Context: an optimization exercise on an open-source flow, tuned for small area, a short achievable clock period and few clock cycles per item. The choices shown serve that exercise and are no tape-out recipe. Where RTL was checked, it was by simulation tests only, not by an equivalence proof against the original.

==> nickel: inputs <==
Design fc_layer_top, start of the top module:
module fc_layer_top (
    input  wire logic              clk,
    input  wire logic              rstn,
    input  wire logic              in_valid,
    input  wire logic [WORD_W-1:0] in_data,
    output logic                   out_valid,
    output logic      [WORD_W-1:0] out_data
);
make LEC_CHECK=0 CAP_MARGIN=20 CORE_MARGIN=2 CORE_UTILIZATION=55 CTS_BUF_LIST=sky130_fd_sc_hd__clkbuf_8 PLACE_DENSITY=0.6 SETUP_SLACK_MARGIN=5 SLEW_MARGIN=20 finish   # period 9.0 ns
run.sh (not shown) runs the stock make flow with config.mk's settings and CLKGATE_MAP_FILE= SYNTH_SCRIPT=/design/flow/synth_recipe.tcl, a recipe that flattens the netlist after the stock synthesis.
==> juniper (differences from nickel) <==
--- a/flow/config.mk
+++ b/flow/config.mk
@@ -7,8 +7,7 @@
 export LEC_CHECK = 0
 export CAP_MARGIN = 20
 export CORE_MARGIN = 2
-export CORE_UTILIZATION = 55
-export CTS_BUF_LIST = sky130_fd_sc_hd__clkbuf_8
-export PLACE_DENSITY = 0.6
+export CORE_UTILIZATION = 40
+export PLACE_DENSITY = 0.5
 export SETUP_SLACK_MARGIN = 5
 export SLEW_MARGIN = 20
==> cedar (differences from nickel) <==
--- a/flow/config.mk
+++ b/flow/config.mk
@@ -5,6 +5,7 @@
 export SDC_FILE = /design/flow/constraint.sdc
 export NUM_CORES = 4
 export LEC_CHECK = 0
+export ABC_AREA = 1
 export CAP_MARGIN = 20
 export CORE_MARGIN = 2
 export CORE_UTILIZATION = 55
==> summary.txt <==
Layout
  – # fillers: 2,758
  – Fin util: 64.39%
  – Non-CTS buffers: 164
  – Clock buffer cells: 55
  – Area growth, synth to finish: 15.31%
  – Leading cell type in the layout, fill and taps excluded: inv_1

Status
  – Run status: finished clean

Synthesis
  – Sequential cell area fraction in the yosys report: 34.03%

Placement
  – Post-DP Area: 19,560 sq um

Setup path
  – Cell at the slowest stage of the critical path: fa_1
# the run above: nickel

==> summary.txt <==
Status
  – Run status: finished clean

Synthesis
  – Sequential cell area fraction in the yosys report: 34.03%

Layout
  – # fillers: 4,337
  – Area growth, synth to finish: 18.83%

Placement
  – Post-DP Area: 19,760 sq um

Setup path
  – Cell at the slowest stage of the critical path: fa_2
# the run above: juniper

==> summary.txt <==
Status
  – Run status: finished clean

Layout
  – Area growth, synth to finish: 17.39%
  – Non-CTS buffers: 165
  – Fin util: 65.63%
  – Clock buffer cells: 51

Synthesis
  – Sequential cell area fraction in the yosys report: 32.91%

Setup path
  – Cell at the slowest stage of the critical path: fa_2
# the run above: cedar

No run of this note included a check of the RTL's function; only the layout flow was run.

========
==> run A: inputs <==
Another version of the RTL of fc_layer_top (not shown whole).
==> module fc_layer_top, before the edit <==
module fc_layer_top (
    input  wire logic              clk,
    input  wire logic              rstn,
    input  wire logic              in_valid,
    input  wire logic [WORD_W-1:0] in_data,
    output logic                   out_valid,
    output logic      [WORD_W-1:0] out_data
);
    localparam int SW = 19;
    function automatic logic [7:0] quant(input logic [SW-1:0] x);
        if ((x[SW-1:15] == '0) || (x[SW-1:15] == '1)) quant = x[15:8];
        else quant = x[SW-1] ? 8'h80 : 8'h7F;
    endfunction
    logic        vq;
    logic [31:0] dq;
    logic [3:0]  cnt;       
    logic [3:0]  nidx;      
    logic        ldq, wtq, finq;
    assign nidx = !vq ? cnt : (cnt == 4'd10) ? 4'd0 : cnt + 4'd1;
    always_ff @(posedge clk) dq <= in_valid ? in_data : '0;
    always_ff @(posedge clk or negedge rstn) begin
        if (!rstn) begin
            vq   <= 1'b0;
            cnt  <= '0;
            ldq  <= 1'b0;
            wtq  <= 1'b0;
            finq <= 1'b0;
        end else begin
            vq   <= in_valid;
            cnt  <= nidx;
            ldq  <= in_valid && (nidx < 4'd2);
            wtq  <= in_valid && (nidx >= 4'd2) && (nidx <= 4'd9);
            finq <= in_valid && (nidx == 4'd10);
        end
    end
    logic [31:0] fhi, fhi_d;
    logic [47:0] flo, flo_d;
    always_comb begin
        for (int b = 0; b < 4; b++) begin
            for (int i = 0; i < 4; i++) begin
                logic f2, f1, f0;
                f2 = fhi[8*b+2*i+1];
                f1 = fhi[8*b+2*i];
                f0 = (i == 0) ? 1'b0 : fhi[8*b+2*i-1];
                flo_d[12*b+3*i]   = f1 ^ f0;
                flo_d[12*b+3*i+1] = (f2 & !f1 & !f0) | (!f2 & f1 & f0);
                flo_d[12*b+3*i+2] = f2;
                fhi_d[8*b+2*i+1] = flo[12*b+3*i+2];
                fhi_d[8*b+2*i]   = flo[12*b+3*i] ^ ((i == 0) ? 1'b0 : flo[12*b+3*i-1]);
            end
        end
    end
    always_ff @(posedge clk) begin
        if (ldq || wtq) begin
            flo <= flo_d;
            fhi <= ldq ? dq : fhi_d;
        end
    end
    logic [SW-1:0] s_d, c_d, cs_s, cs_c;
    fc_dot4_cs u_dot (
        .bd (flo),
        .w  (dq),
        .s  (s_d),
        .c  (c_d)
    );
    always_ff @(posedge clk) begin
        cs_s <= s_d;
        cs_c <= c_d;
    end
    logic e_even, e_r0, e_r1, e_r2, e_a3;
    always_ff @(posedge clk or negedge rstn) begin
        if (!rstn) begin
            e_even <= 1'b0;
            e_r0   <= 1'b0;
            e_r1   <= 1'b0;
            e_r2   <= 1'b0;
            e_a3   <= 1'b0;
        end else begin
            e_even <= wtq && !cnt[0];
            e_r0   <= wtq && (cnt == 4'd3);
            e_r1   <= wtq && (cnt == 4'd5);
            e_r2   <= wtq && (cnt == 4'd7);
            e_a3   <= wtq && (cnt == 4'd9);
        end
    end
    logic [SW-1:0] acc, r0, r1, r2;
    logic [SW-1:0] sum;
    logic [7:0]    b3;
    logic [SW-1:0] r0b, r1b, r2b;
    assign b3  = finq ? dq[31:24] : 8'h00;
    fc_add4 u_sum (
        .x (e_even ? '0 : acc),
        .s (cs_s),
        .c (cs_c),
        .b ({{(SW-8){b3[7]}}, b3}),
        .y (sum)
    );
    assign r0b = r0 + {{(SW-8){dq[7]}},  dq[7:0]};
    assign r1b = r1 + {{(SW-8){dq[15]}}, dq[15:8]};
    assign r2b = r2 + {{(SW-8){dq[23]}}, dq[23:16]};
    always_ff @(posedge clk) begin
        if (e_even || e_a3 || finq) acc <= sum;
        if (e_r0 || finq) r0 <= e_r0 ? sum : r0b;
        if (e_r1 || finq) r1 <= e_r1 ? sum : r1b;
        if (e_r2 || finq) r2 <= e_r2 ? sum : r2b;
    end
    always_ff @(posedge clk or negedge rstn) begin
        if (!rstn) out_valid <= 1'b0;
        else       out_valid <= finq;
    end
    assign out_data = {quant(acc), quant(r2), quant(r1), quant(r0)};
endmodule
==> flow/config.mk <==
export PLATFORM = sky130hd
export DESIGN_NAME = fc_layer_top
export DESIGN_NICKNAME = fc_layer_top
export VERILOG_FILES = /design/flow/design.v
export SDC_FILE = /design/flow/constraint.sdc
export NUM_CORES = 4
export LEC_CHECK = 0
export CAP_MARGIN = 20
export CORE_MARGIN = 2
export CORE_UTILIZATION = 55
export CTS_BUF_LIST = sky130_fd_sc_hd__clkbuf_8
export PLACE_DENSITY = 0.6
export SETUP_SLACK_MARGIN = 5
export SLEW_MARGIN = 20
==> flow/constraint.sdc <==
create_clock -name core_clock -period 9.0 [get_ports {clk}]
set_input_delay 1.8000 -clock core_clock [delete_from_list [all_inputs] [get_ports {clk}]]
set_output_delay 1.8000 -clock core_clock [all_outputs]
set_load 0.01 [all_outputs]
==> inputs of run F, as changes to run A <==
--- a/flow/design.v
+++ b/flow/design.v
@@ -1284,7 +1284,20 @@
         .y (sum)
     );
-    assign r0b = r0 + {{(SW-8){dq[7]}},  dq[7:0]};
-    assign r1b = r1 + {{(SW-8){dq[15]}}, dq[15:8]};
-    assign r2b = r2 + {{(SW-8){dq[23]}}, dq[23:16]};
+    function automatic logic [SW-1:0] add_bias(input logic [SW-1:0] r, input logic [7:0] b);
+        logic [8:0]    lo;
+        logic [SW-9:0] h, inc, dec;
+        lo = {1'b0, r[7:0]} + {1'b0, b};
+        h  = r[SW-1:8];
+        for (int i = 0; i < SW - 8; i++) begin
+            inc[i] = h[i] ^ ((i == 0) ? 1'b1 : ((h | ~((SW-8)'((1 << i) - 1))) == '1));
+            dec[i] = h[i] ^ ((i == 0) ? 1'b1 : ~|(h & ((1 << i) - 1)));
+        end
+        if (lo[8] && !b[7])      add_bias = {inc, r[7:0]};
+        else if (!lo[8] && b[7]) add_bias = {dec, r[7:0]};
+        else                     add_bias = r;
+    endfunction
+    assign r0b = add_bias(r0, dq[7:0]);
+    assign r1b = add_bias(r1, dq[15:8]);
+    assign r2b = add_bias(r2, dq[23:16]);
     always_ff @(posedge clk) begin
         if (e_even || e_a3 || finq) acc <= sum;
--- a/flow/config.mk
+++ b/flow/config.mk
@@ -9,5 +9,7 @@
 export CORE_MARGIN = 2
 export CORE_UTILIZATION = 55
-export CTS_BUF_LIST = sky130_fd_sc_hd__clkbuf_8
+export CTS_BUF_LIST = sky130_fd_sc_hd__clkbuf_16
+export CTS_CLUSTER_DIAMETER = 100
+export CTS_CLUSTER_SIZE = 28
 export PLACE_DENSITY = 0.6
 export SETUP_SLACK_MARGIN = 5
==> flow_summary.yaml <==
synthesis:
  avgSynthCellArea_sq_um: 9.94
  synthesis.area_sq_mm: 0.0184
  synth-adder-area-share_pct: 9.81
  synth_mux_area_share_pct: 3.28
global_routing:
  use_met1_pct: 38.1
cts:
  postCtsSetupBuffers: 22
drt:
  post_drt_via_cell_ratio: 5.71
  met2WireLength_mm: 21.2
timing:
  slew_headroom_pct: 37.5
cells_and_area:
  bufAreaShareNonClock_pct: 4.84
placed_design:
  place_area_sq_mm: 0.0191
  gp_congestion: 0.877
critical_path:
  crit_chain: "or2_4 > nor3_4 > buf_4 > buf_4 > o21ai_0 > nand2_1 > dlygate4sd2_1"
  rr_worst_depth: 20
run_status:
  status: "timing/DRC/antenna clean"
Source of the figures above: run F

==> flow_summary.yaml <==
cells_and_area:
  bufAreaShareNonClock_pct: 4.42
cts:
  postCtsSetupBuffers: 18
synthesis:
  synth_mux_area_share_pct: 2.44
  synth-adder-area-share_pct: 11.6
global_routing:
  use_met1_pct: 35.1
placed_design:
  gp_congestion: 0.896
  place_area_sq_mm: 0.0201
run_status:
  status: "timing/DRC/antenna clean"
drt:
  met2WireLength_mm: 25.3
  post_drt_via_cell_ratio: 5.67
Source of the figures above: run A

Testbench counts of run A, summed over its fixed seeds: cycles 4,992, frames 384.
Testbench counts of run F, summed over its fixed seeds: cycles 4,992, frames 384.

==> port drivers added, routing unchanged <==
How much do the figures lean on ideal ports? The routed layouts below were timed once more, with nothing changed but the port constraints. Step 1 (the two cells are an assumption about what drives the block):
set clk [get_ports {clk}]
set_driving_cell -lib_cell sky130_fd_sc_hd__clkbuf_16 $clk
set_driving_cell -lib_cell sky130_fd_sc_hd__buf_2 [delete_from_list [all_inputs] $clk]
Step 2, shift: input delay + t, output delay - t, t = (earliest + latest rising clock arrival at the registers) / 2. This alone moves slack from input paths to output paths. Slacks: ideal / step 1 / step 2; pairs: ideal / step 1.
| run | t (ns) | slack for setup (ns) | slew at the worst register clock pin (ns) |
|---|---|---|---|
| nickel | 0.623 | 4.841 / 4.841 / 4.841 | 0.07 / 0.07 |
| juniper | 0.625 | 4.836 / 4.836 / 4.836 | 0.07 / 0.07 |
| cedar | 0.667 | 4.855 / 4.855 / 4.855 | 0.07 / 0.07 |
| run A | 0.643 | 5.077 / 5.025 / 5.198 | 0.07 / 0.07 |
| run F | 0.566 | 5.127 / 5.073 / 5.161 | 0.11 / 0.11 |
After both steps setup and hold are still met in every run listed.
